This design comes from an exercise in tuning for small area, a short achievable clock period and few clock cycles per item on the open sky130 flow, not from production work.
The RTL of this run was laid out without a check of its function.

[design/flow/config.mk]
export PLATFORM = sky130hd
export DESIGN_NAME = rgb_hsv_converter
export DESIGN_NICKNAME = rgb_hsv_converter
export VERILOG_FILES = /design/flow/design.v
export SDC_FILE = /design/flow/constraint.sdc
export NUM_CORES = 4
export LEC_CHECK = 0
export CAP_MARGIN = 20
export CORE_MARGIN = 2
export CORE_UTILIZATION = 40
export SLEW_MARGIN = 20
[design/flow/constraint.sdc]
create_clock -name core_clock -period 10.0 [get_ports {clk_i}]
set_input_delay 2.0000 -clock core_clock [delete_from_list [all_inputs] [get_ports {clk_i}]]
set_output_delay 2.0000 -clock core_clock [all_outputs]
set_load 0.01 [all_outputs]
[design/flow/design.v]
package rhc_pkg;
  localparam int unsigned HUE_BITS   = 9;
  localparam int unsigned HUE_FULL   = 360;
  localparam int unsigned SECTOR_DEG = 60;
  typedef enum logic [1:0] {
    HB_RED,
    HB_GREEN,
    HB_BLUE,
    HB_RED_NEG
  } hue_base_e;
  typedef struct packed {
    logic [2:0] sector;
    logic [5:0] frac;
  } hue_split_t;
  function automatic hue_split_t hue_split(input logic [HUE_BITS-1:0] h);
    logic [3:0] cnt;
    logic [HUE_BITS-1:0] hh;
    logic [2:0] sec;
    cnt = 4'd0;
    for (int k = 1; k <= 8; k++) begin
      if (h >= HUE_BITS'(k * SECTOR_DEG)) cnt = 4'(k);
    end
    hh  = h - HUE_BITS'(cnt * SECTOR_DEG);
    sec = (cnt >= 4'd6) ? 3'(cnt - 4'd6) : cnt[2:0];
    hue_split = {sec, hh[5:0]};
  endfunction
endpackage
module rhc_div #(
  parameter int unsigned RW  = 20,
  parameter int unsigned DW  = 12,
  parameter int unsigned TOP = 7,
  parameter int unsigned NS  = 4
) (
  input  logic [RW-1:0] rem_i,
  input  logic [DW-1:0] den_i,
  output logic [RW-1:0] rem_o,
  output logic [NS-1:0] quo_o
);
  always_comb begin
    logic [RW-1:0] r;
    logic [DW:0]   t;
    logic [DW+1:0] diff;
    r = rem_i;
    for (int k = 0; k < NS; k++) begin
      t    = r[(TOP - k) +: DW + 1];
      diff = {1'b0, t} - {2'b00, den_i};
      quo_o[NS-1-k] = !diff[DW+1];
      if (!diff[DW+1]) r[(TOP - k) +: DW + 1] = diff[DW:0];
    end
    rem_o = r;
  end
endmodule
module rgb_hsv_converter #(
  parameter int unsigned CHANNEL_BITS = 8
) (
  input  logic                         clk_i,
  input  logic                         rst_ni,
  input  logic                         cfg_we_i,
  input  logic                         cfg_wdata_i,
  input  logic                         pix_i_valid,
  output logic                         pix_i_ready,
  input  logic [CHANNEL_BITS-1:0]      pix_i_red,
  input  logic [CHANNEL_BITS-1:0]      pix_i_green,
  input  logic [CHANNEL_BITS-1:0]      pix_i_blue,
  input  logic [rhc_pkg::HUE_BITS-1:0] pix_i_hue,
  input  logic [CHANNEL_BITS-1:0]      pix_i_saturation,
  input  logic [CHANNEL_BITS-1:0]      pix_i_brightness,
  input  logic [CHANNEL_BITS-1:0]      pix_i_alpha,
  output logic                         pix_o_valid,
  input  logic                         pix_o_ready,
  output logic [CHANNEL_BITS-1:0]      pix_o_out_red,
  output logic [CHANNEL_BITS-1:0]      pix_o_out_green,
  output logic [CHANNEL_BITS-1:0]      pix_o_out_blue,
  output logic [rhc_pkg::HUE_BITS-1:0] pix_o_out_hue,
  output logic [CHANNEL_BITS-1:0]      pix_o_out_saturation,
  output logic [CHANNEL_BITS-1:0]      pix_o_out_brightness,
  output logic [CHANNEL_BITS-1:0]      pix_o_out_alpha
);
  localparam int unsigned HB = rhc_pkg::HUE_BITS;
  logic dir_q;
  logic en;
  logic out_vld_q;
  always_ff @(posedge clk_i or negedge rst_ni) begin
    if (!rst_ni) begin
      dir_q <= 1'b0;
    end else if (cfg_we_i) begin
      dir_q <= cfg_wdata_i;
    end
  end
  assign en          = !out_vld_q || pix_o_ready;
  assign pix_i_ready = en;
  logic [7:0] r0, g0, b0;
  logic [7:0] mx0, mid0, mn0, d0, y0;
  logic       neg0;
  rhc_pkg::hue_base_e base0;
  logic [7:0] fa0, fb0;
  logic [8:0] fc0;
  always_comb begin
    logic g_gt_r, b_gt_r, b_gt_g;
    r0 = pix_i_red;
    g0 = pix_i_green;
    b0 = pix_i_blue;
    g_gt_r = g0 > r0;
    b_gt_r = b0 > r0;
    b_gt_g = b0 > g0;
    if (!g_gt_r && !b_gt_r) begin
      mx0  = r0;
      mid0 = b_gt_g ? b0 : g0;
      mn0  = b_gt_g ? g0 : b0;
      neg0 = b_gt_g;
      base0 = b_gt_g ? rhc_pkg::HB_RED_NEG : rhc_pkg::HB_RED;
    end else if (!b_gt_g) begin
      mx0  = g0;
      mid0 = b_gt_r ? b0 : r0;
      mn0  = b_gt_r ? r0 : b0;
      neg0 = !b_gt_r && (b0 != r0);
      base0 = rhc_pkg::HB_GREEN;
    end else begin
      mx0  = b0;
      mid0 = g_gt_r ? g0 : r0;
      mn0  = g_gt_r ? r0 : g0;
      neg0 = g_gt_r;
      base0 = rhc_pkg::HB_BLUE;
    end
    d0 = mx0 - mn0;
    y0 = mid0 - mn0;
    if (dir_q) begin
      fa0 = pix_i_brightness;
      fb0 = pix_i_saturation;
      fc0 = pix_i_hue;
    end else begin
      fa0 = mx0;
      fb0 = d0;
      fc0 = {y0, neg0};
    end
  end
  logic       v1_q, dir1_q;
  logic [7:0] fa1_q, fb1_q, a1_q;
  logic [8:0] fc1_q;
  rhc_pkg::hue_base_e base1_q;
  logic [15:0] nsat1;
  logic [13:0] nhue1, rhue1;
  logic [1:0]  qhue1;
  logic        grey1;
  logic [15:0] prod1;
  rhc_pkg::hue_split_t hs1;
  always_comb begin
    logic [7:0] dd, yy;
    logic       ng;
    dd    = fb1_q;
    yy    = fc1_q[8:1];
    ng    = fc1_q[0];
    nsat1 = {dd, 8'd0} - 16'(dd) + 16'(fa1_q[7:1]);
    nhue1 = ({yy, 6'd0} - {4'd0, yy, 2'd0}) + 14'((dd - 8'(ng)) >> 1);
    grey1 = (dd == 8'd0);
    prod1 = fa1_q * fb1_q;
    hs1   = rhc_pkg::hue_split(fc1_q);
  end
  rhc_div #(.RW(14), .DW(8), .TOP(5), .NS(2)) u_hdiv1 (
    .rem_i(nhue1), .den_i(fb1_q), .rem_o(rhue1), .quo_o(qhue1)
  );
  logic        v2_q, dir2_q;
  logic [7:0]  a2_q;
  logic [15:0] fa2_q;    
  logic [7:0]  fb2_q;    
  logic [11:0] fc2_q;    
  logic [7:0]  fd2_q;    
  logic [3:0]  fe2_q;    
  rhc_pkg::hue_base_e base2_q;
  logic [11:0] rhue2;
  logic [3:0]  qhue2;
  logic [5:0]  qh2;
  logic [8:0]  hue2;
  logic [21:0] z2;
  logic [7:0]  a0_2, r0_2;
  logic [5:0]  f2;
  logic [2:0]  sec2;
  rhc_div #(.RW(12), .DW(8), .TOP(3), .NS(4)) u_hdiv2 (
    .rem_i(fc2_q), .den_i(fd2_q), .rem_o(rhue2), .quo_o(qhue2)
  );
  always_comb begin
    logic [16:0] t;
    f2   = fd2_q[7:2];
    sec2 = {fd2_q[1:0], fe2_q[3]};
    qh2  = {fe2_q[3:2], qhue2};
    case (base2_q)
      rhc_pkg::HB_RED:     hue2 = 9'd0;
      rhc_pkg::HB_GREEN:   hue2 = 9'd120;
      rhc_pkg::HB_BLUE:    hue2 = 9'd240;
      default:             hue2 = 9'd360;
    endcase
    hue2 = fe2_q[0] ? hue2 - 9'(qh2) : hue2 + 9'(qh2);
    if (fe2_q[1]) hue2 = '0;
    z2   = 22'(f2) * 22'(fa2_q) + 22'd7649;
    t    = 17'(fa2_q) + 17'(fa2_q[15:8]) + 17'd1;
    a0_2 = t[15:8];
    r0_2 = fa2_q[7:0] + a0_2;
  end
  logic        v3_q, dir3_q;
  logic [7:0]  a3_q;
  logic [19:0] fa3_q;    
  logic [7:0]  fb3_q;    
  logic [8:0]  fc3_q;    
  logic [7:0]  fd3_q;    
  logic [5:0]  fe3_q;    
  logic [11:0] den3;
  logic [19:0] rem3;
  logic [3:0]  quo3;
  assign den3 = dir3_q ? 12'd3825 : 12'(fb3_q);
  rhc_div #(.RW(20), .DW(12), .TOP(7), .NS(4)) u_div3 (
    .rem_i(fa3_q), .den_i(den3), .rem_o(rem3), .quo_o(quo3)
  );
  logic        v4_q, dir4_q;
  logic [7:0]  a4_q;
  logic [15:0] fa4_q;
  logic [3:0]  q4_q;
  logic [7:0]  fb4_q;
  logic [8:0]  fc4_q;
  logic [7:0]  fd4_q;
  logic [5:0]  fe4_q;
  logic [11:0] den4;
  logic [15:0] rem4;
  logic [3:0]  quo4;
  assign den4 = dir4_q ? 12'd3825 : 12'(fb4_q);
  rhc_div #(.RW(16), .DW(12), .TOP(3), .NS(4)) u_div4 (
    .rem_i(fa4_q), .den_i(den4), .rem_o(rem4), .quo_o(quo4)
  );
  logic        v5_q, dir5_q;
  logic [7:0]  a5_q;
  logic [11:0] fa5_q;    
  logic [7:0]  q5_q;
  logic [7:0]  fb5_q;
  logic [8:0]  fc5_q;
  logic [7:0]  fd5_q;
  logic [5:0]  fe5_q;
  logic [7:0] o0_5, o1_5, o2_5;
  logic       o3_5;
  always_comb begin
    logic [7:0]  v, a0, r0, qd, p, q, t, r0p;
    logic [11:0] k15;
    logic [1:0]  zl;
    logic [2:0]  sec;
    logic        c;
    v   = fb5_q;
    a0  = fc5_q[8:1];
    r0  = fd5_q;
    zl  = fe5_q[5:4];
    sec = fe5_q[3:1];
    qd  = q5_q;
    r0p = (r0 == 8'd0) ? 8'd255 : r0;
    k15 = {r0p, 4'd0} - 12'(r0p);
    c   = (zl == 2'd3) ? (k15 <= fa5_q + 12'd1) : (k15 <= fa5_q);
    p   = v - a0 - 8'(r0[7]);
    q   = v - qd;
    t   = v - a0 - 8'(r0 != 8'd0) + qd + 8'(c);
    if (dir5_q) begin
      o3_5 = 1'b0;
      case (sec)
        3'd0:    begin o0_5 = v; o1_5 = t; o2_5 = p; end
        3'd1:    begin o0_5 = q; o1_5 = v; o2_5 = p; end
        3'd2:    begin o0_5 = p; o1_5 = v; o2_5 = t; end
        3'd3:    begin o0_5 = p; o1_5 = q; o2_5 = v; end
        3'd4:    begin o0_5 = t; o1_5 = p; o2_5 = v; end
        default: begin o0_5 = v; o1_5 = p; o2_5 = q; end
      endcase
    end else begin
      o0_5 = fe5_q[5] ? 8'd0 : q5_q;
      o1_5 = v;
      {o3_5, o2_5} = fc5_q;
    end
  end
  logic [7:0] o0_q, o1_q, o2_q, oa_q;
  logic       o3_q, odir_q;
  always_ff @(posedge clk_i or negedge rst_ni) begin
    if (!rst_ni) begin
      v1_q      <= 1'b0;
      v2_q      <= 1'b0;
      v3_q      <= 1'b0;
      v4_q      <= 1'b0;
      v5_q      <= 1'b0;
      out_vld_q <= 1'b0;
    end else if (en) begin
      v1_q      <= pix_i_valid;
      v2_q      <= v1_q;
      v3_q      <= v2_q;
      v4_q      <= v3_q;
      v5_q      <= v4_q;
      out_vld_q <= v5_q;
    end
  end
  always_ff @(posedge clk_i) begin
    if (en) begin
      dir1_q  <= dir_q;
      dir2_q  <= dir1_q;
      dir3_q  <= dir2_q;
      dir4_q  <= dir3_q;
      dir5_q  <= dir4_q;
      odir_q  <= dir5_q;
      a1_q    <= pix_i_alpha;
      fa1_q   <= fa0;
      fb1_q   <= fb0;
      fc1_q   <= fc0;
      base1_q <= base0;
      a2_q    <= a1_q;
      base2_q <= base1_q;
      if (dir1_q) begin
        fa2_q <= prod1;
        fb2_q <= fa1_q;
        fc2_q <= '0;
        fd2_q <= {hs1.frac, hs1.sector[2:1]};
        fe2_q <= {hs1.sector[0], 3'b000};
      end else begin
        fa2_q <= nsat1;
        fb2_q <= fa1_q;
        fc2_q <= rhue1[11:0];
        fd2_q <= fb1_q;
        fe2_q <= {qhue1, grey1, fc1_q[0]};
      end
      a3_q  <= a2_q;
      fb3_q <= fb2_q;
      fd3_q <= r0_2;
      if (dir2_q) begin
        fa3_q <= z2[21:2];
        fc3_q <= {a0_2, 1'b0};
        fe3_q <= {z2[1:0], sec2, 1'b0};
      end else begin
        fa3_q <= {4'd0, fa2_q};
        fc3_q <= hue2;
        fe3_q <= {fe2_q[1], 5'd0};
      end
      a4_q  <= a3_q;
      fa4_q <= rem3[15:0];
      q4_q  <= quo3;
      fb4_q <= fb3_q;
      fc4_q <= fc3_q;
      fd4_q <= fd3_q;
      fe4_q <= fe3_q;
      a5_q  <= a4_q;
      fa5_q <= rem4[11:0];
      q5_q  <= {q4_q, quo4};
      fb5_q <= fb4_q;
      fc5_q <= fc4_q;
      fd5_q <= fd4_q;
      fe5_q <= fe4_q;
      o0_q  <= o0_5;
      o1_q  <= o1_5;
      o2_q  <= o2_5;
      o3_q  <= o3_5;
      oa_q  <= a5_q;
    end
  end
  assign pix_o_valid          = out_vld_q;
  assign pix_o_out_red        = odir_q ? o0_q : 8'd0;
  assign pix_o_out_green      = odir_q ? o1_q : 8'd0;
  assign pix_o_out_blue       = odir_q ? o2_q : 8'd0;
  assign pix_o_out_saturation = odir_q ? 8'd0 : o0_q;
  assign pix_o_out_brightness = odir_q ? 8'd0 : o1_q;
  assign pix_o_out_hue        = odir_q ? 9'd0 : {o3_q, o2_q};
  assign pix_o_out_alpha      = oa_q;
endmodule
[design/flow/run.sh]
#!/bin/bash
# synth_recipe.tcl (not shown) runs the flow's synth.tcl, then flattens the netlist and writes it again
# the make line also repeats each setting of config.mk as NAME=value (left out here)
make -C /OpenROAD-flow-scripts/flow DESIGN_CONFIG=/design/flow/config.mk WORK_HOME=/design/flow/orfs CLKGATE_MAP_FILE= SYNTH_SCRIPT=/design/flow/synth_recipe.tcl finish
==> flow_metrics.env <==
export IMPL_hold_worst_slack_ns=0.405
export IMPL_synthSimpleGateAreaFrac=0.139
export IMPL_place_gp_congestion=0.854
export IMPL_layout_commonest_cell="ha_1"
export IMPL_grt_max_degree=171
export IMPL_finClkSkew_ns=0.0266
export IMPL_synthCells=3161
export IMPL_final_max_slew_viol_count=0
export IMPL_core_area_um2=74300
export IMPL_worst_setup_path_end_kind="flop"
export IMPL_period_needed_ns=9.43
export IMPL_hp_class="reg -> reg"
export IMPL_cp_slowest_stage_delay_ns=0.49
export IMPL_drive_above_1_share=0.0751
export IMPL_critical_path_class="reg -> reg"
export IMPL_dieHeight_um=278
export IMPL_die_w_um=278
export IMPL_portBuffers=121
export IMPL_globalRouteMet2Util=0.316
export IMPL_fillCellCount=7192
export IMPL_cpMostUsedCell="ha_1"
export IMPL_yosysSeqAreaShare=0.312
export IMPL_boundaryPins=122
export IMPL_r2r_cells=44
export IMPL_fmax_ghz=0.106
export IMPL_wl_per_cell_um=15.9
export IMPL_synth_async_reset_ratio=0.0224
export IMPL_synth_edf_count=306
export IMPL_drtIter0Drc=1227
export IMPL_cp_start_kind="flop"
export IMPL_cts_sinks=313
export IMPL_gr_usage_met1=0.231
export IMPL_hold_depth=0
export IMPL_maxCapViolations=0
export IMPL_overflow=0
export IMPL_clock_path_buffers=3
export IMPL_slew_headroom=0.278
export IMPL_timing_final_hold_violations=0
export IMPL_grt_usage=0.179
export IMPL_fin_nets=3874
export IMPL_period_share=0.943
export IMPL_vias=22500
export IMPL_use_met3=0.0206
export IMPL_final_core_util=0.459
export IMPL_grt_pass1_vias=22000
export IMPL_top_usage_layer="met2"
export IMPL_synth_top_family_by_area="adder cells"
export IMPL_cp_startpoint="dir3_q$_DFFE_PP_"
export IMPL_synth_ff_type="edfxtp_1"
export IMPL_cp_arrival_ns=9.74
export IMPL_rsz0062_at_grt="yes"
export IMPL_cts_tree="yes"
export IMPL_clkTransAtPathRegs_ns=0.07
export IMPL_cp_required_ns=10.32
export IMPL_htreeDepth=2
export IMPL_detail_route_antenna_nets=0
export IMPL_grt_pass1_wl_um=113000
export IMPL_rr_startpoint="dir3_q$_DFFE_PP_"
export IMPL_die_area_um2=77200
export IMPL_start_util=0.404
export IMPL_routed_wl_um=68800
export IMPL_rows=100
export IMPL_antenna_found_initial=1
export IMPL_syn_area_um2=30000
export IMPL_firstDrtPassIters=7
export IMPL_cpMaxStageDelayCell="edfxtp_1"
export IMPL_setup_viol=0
export IMPL_cp_max_fo=17
export IMPL_placed_area_um2=32600
export IMPL_worst_pin_slew_ns=1.08
export IMPL_areaGrowthSynthToFinish_pct=13.8
export IMPL_syn_avg_cell_area_um2=9.49
export IMPL_outcome="no timing/DRC/antenna violations"
export IMPL_layout_common_cells="378 x ha_1, 322 x inv_1, 306 x edfxtp_1, 293 x nand2_1, 223 x nor2_1"
export IMPL_reg2reg_slack_ns=0.57
export IMPL_r2r_end="fa4_q[6]$_DFFE_PP_"
export IMPL_muxShareOfSynthArea=0.0400
export IMPL_synth_cell_types=83
export IMPL_cts_buffers_inserted=38
export IMPL_synthesis_nets=3722
export IMPL_clkLatencyLatePin_ns=0.56
export IMPL_routed_via_density=5.22
export IMPL_synth_compound_area_share=0.156
export IMPL_cts_hold_buffers=0
export IMPL_yosys_area_share_adder=0.237
export IMPL_ys_warn_count=5
export IMPL_synth_seq_cells=313
export IMPL_setup_worst_path_end="fa4_q[6]$_DFFE_PP_"
export IMPL_synth_xor_xnor_area_share=0.0625
export IMPL_diodes=0
export IMPL_dp_hpwl_um=54200
export IMPL_drc_errors=0
export IMPL_clock_root_buffer="clkbuf_16"
export IMPL_finalInstanceArea_um2=34100
[worst max-delay path, delay by kind of cell (launching register included)]
family          cells  cell delay (ns)
flops               1             0.49
mux                 3             0.83
buf+inv             5             0.71
simple gates        8             1.59
compound gates     22             4.11
xor+xnor            1             0.18
fa+ha+maj           5             1.28
[sequential cells by signal, summed over array words and instances (netlist names), 9 cells and up]
signal  flops
fa3_q      20
fa2_q      16
fa4_q      16
fa5_q      12
fc2_q      12
fc1_q       9
fc3_q       9
fc4_q       9
fc5_q       9
[cells by family (layout without fill, tap and decap cells)]
group,count (synthesis),in the layout
multiplexers,109,109
buffers and inverters,416,598
AND/OR/NAND/NOR,883,883
flip-flops,313,313
XOR/XNOR,214,214
AO/OA/AOI/OAI,728,728
adder cells (fa/ha/maj),498,498
[worst min path at each step]
stage	slack [ns]	start	endpoint
final	0.40	fd3_q[0]$_DFFE_PP_	fd4_q[0]$_DFFE_PP_
after floorplan	0.40	a1_q[0]$_DFFE_PP_	a2_q[0]$_DFFE_PP_
after global routing	0.42	fb2_q[1]$_DFFE_PP_	fb3_q[1]$_DFFE_PP_
after global placement	0.40	a2_q[3]$_DFFE_PP_	a3_q[3]$_DFFE_PP_
after detailed placement	0.40	a3_q[3]$_DFFE_PP_	a4_q[3]$_DFFE_PP_
after CTS	0.40	fd3_q[0]$_DFFE_PP_	fd4_q[0]$_DFFE_PP_
[timing repair]
item / 4_1_cts / 5_1_grt
buffers inserted: 0 / 17
endpoints found under the setup margin: 0 / 30
gates resized for setup: 0 / 36
[Yosys cell counts (63+ instances only)]
cell type | number | area [um^2]
and2_1 | 91 | 569
nand2_1 | 297 | 1110
nor2b_1 | 76 | 475
clkbuf_1 | 75 | 282
xor2_1 | 63 | 552
inv_1 | 324 | 1220
a21o_1 | 68 | 510
a21oi_1 | 168 | 841
edfxtp_1 | 306 | 9190
o21ai_0 | 195 | 976
xnor2_1 | 151 | 1320
nor2_1 | 224 | 841
ha_1 | 380 | 4750
fa_1 | 118 | 2360
[through the flow]
stage                     TNS [ns]  cells  setup WS (ns)
after floorplan                  0   3161         0.0149
after global placement           0   4224          0.238
after detailed placement         0   4225         0.0841
after CTS                        0   4295         0.0334
after global routing       -0.0634   4312        -0.0311
final                            0   4312          0.575
[metal layers]
metal | up-vias | share of wire
met3 | 103 | 0.039
met2 | 430 | 0.49
met1 | 10500 | 0.45
met4 | 0 | 0.022
met5 | - | 0
li1 | 11500 | -
[area by class of cell]
type,count,area [um^2],share of cell area
well taps,969,1210,0.0355
repair buffers,200,1840,0.0541
inverters,328,1240,0.0363
multi-input cells,2432,19200,0.562
clock inverters,24,265,0.00777
flip-flops and latches,313,9360,0.274
clock buffers,46,1000,0.0294

what the ideal ports hide:
The flow's constraints put no driver on any port. The routed layout listed below was extracted and timed again, unchanged, in two steps. Step 1 assumes that a clkbuf_16 drives the clock port and a buf_2 every other input. Step 2 also shifts input and output timing later by t, the mid clock arrival at the registers, as if the neighbouring blocks saw the same clock. Three values: ideal, step 1, step 2; two values: the first two.
t, ns: 0.615
setup WS [ns]: 0.575 / 0.575 / 0.575
worst setup path after step 2: register to register
worst slew at a driven data input, ns: 0.06
After both steps setup and hold are still met in this run. The setup slack of this run moves by 0.000 ns with the drivers and by 0.000 ns with both steps.
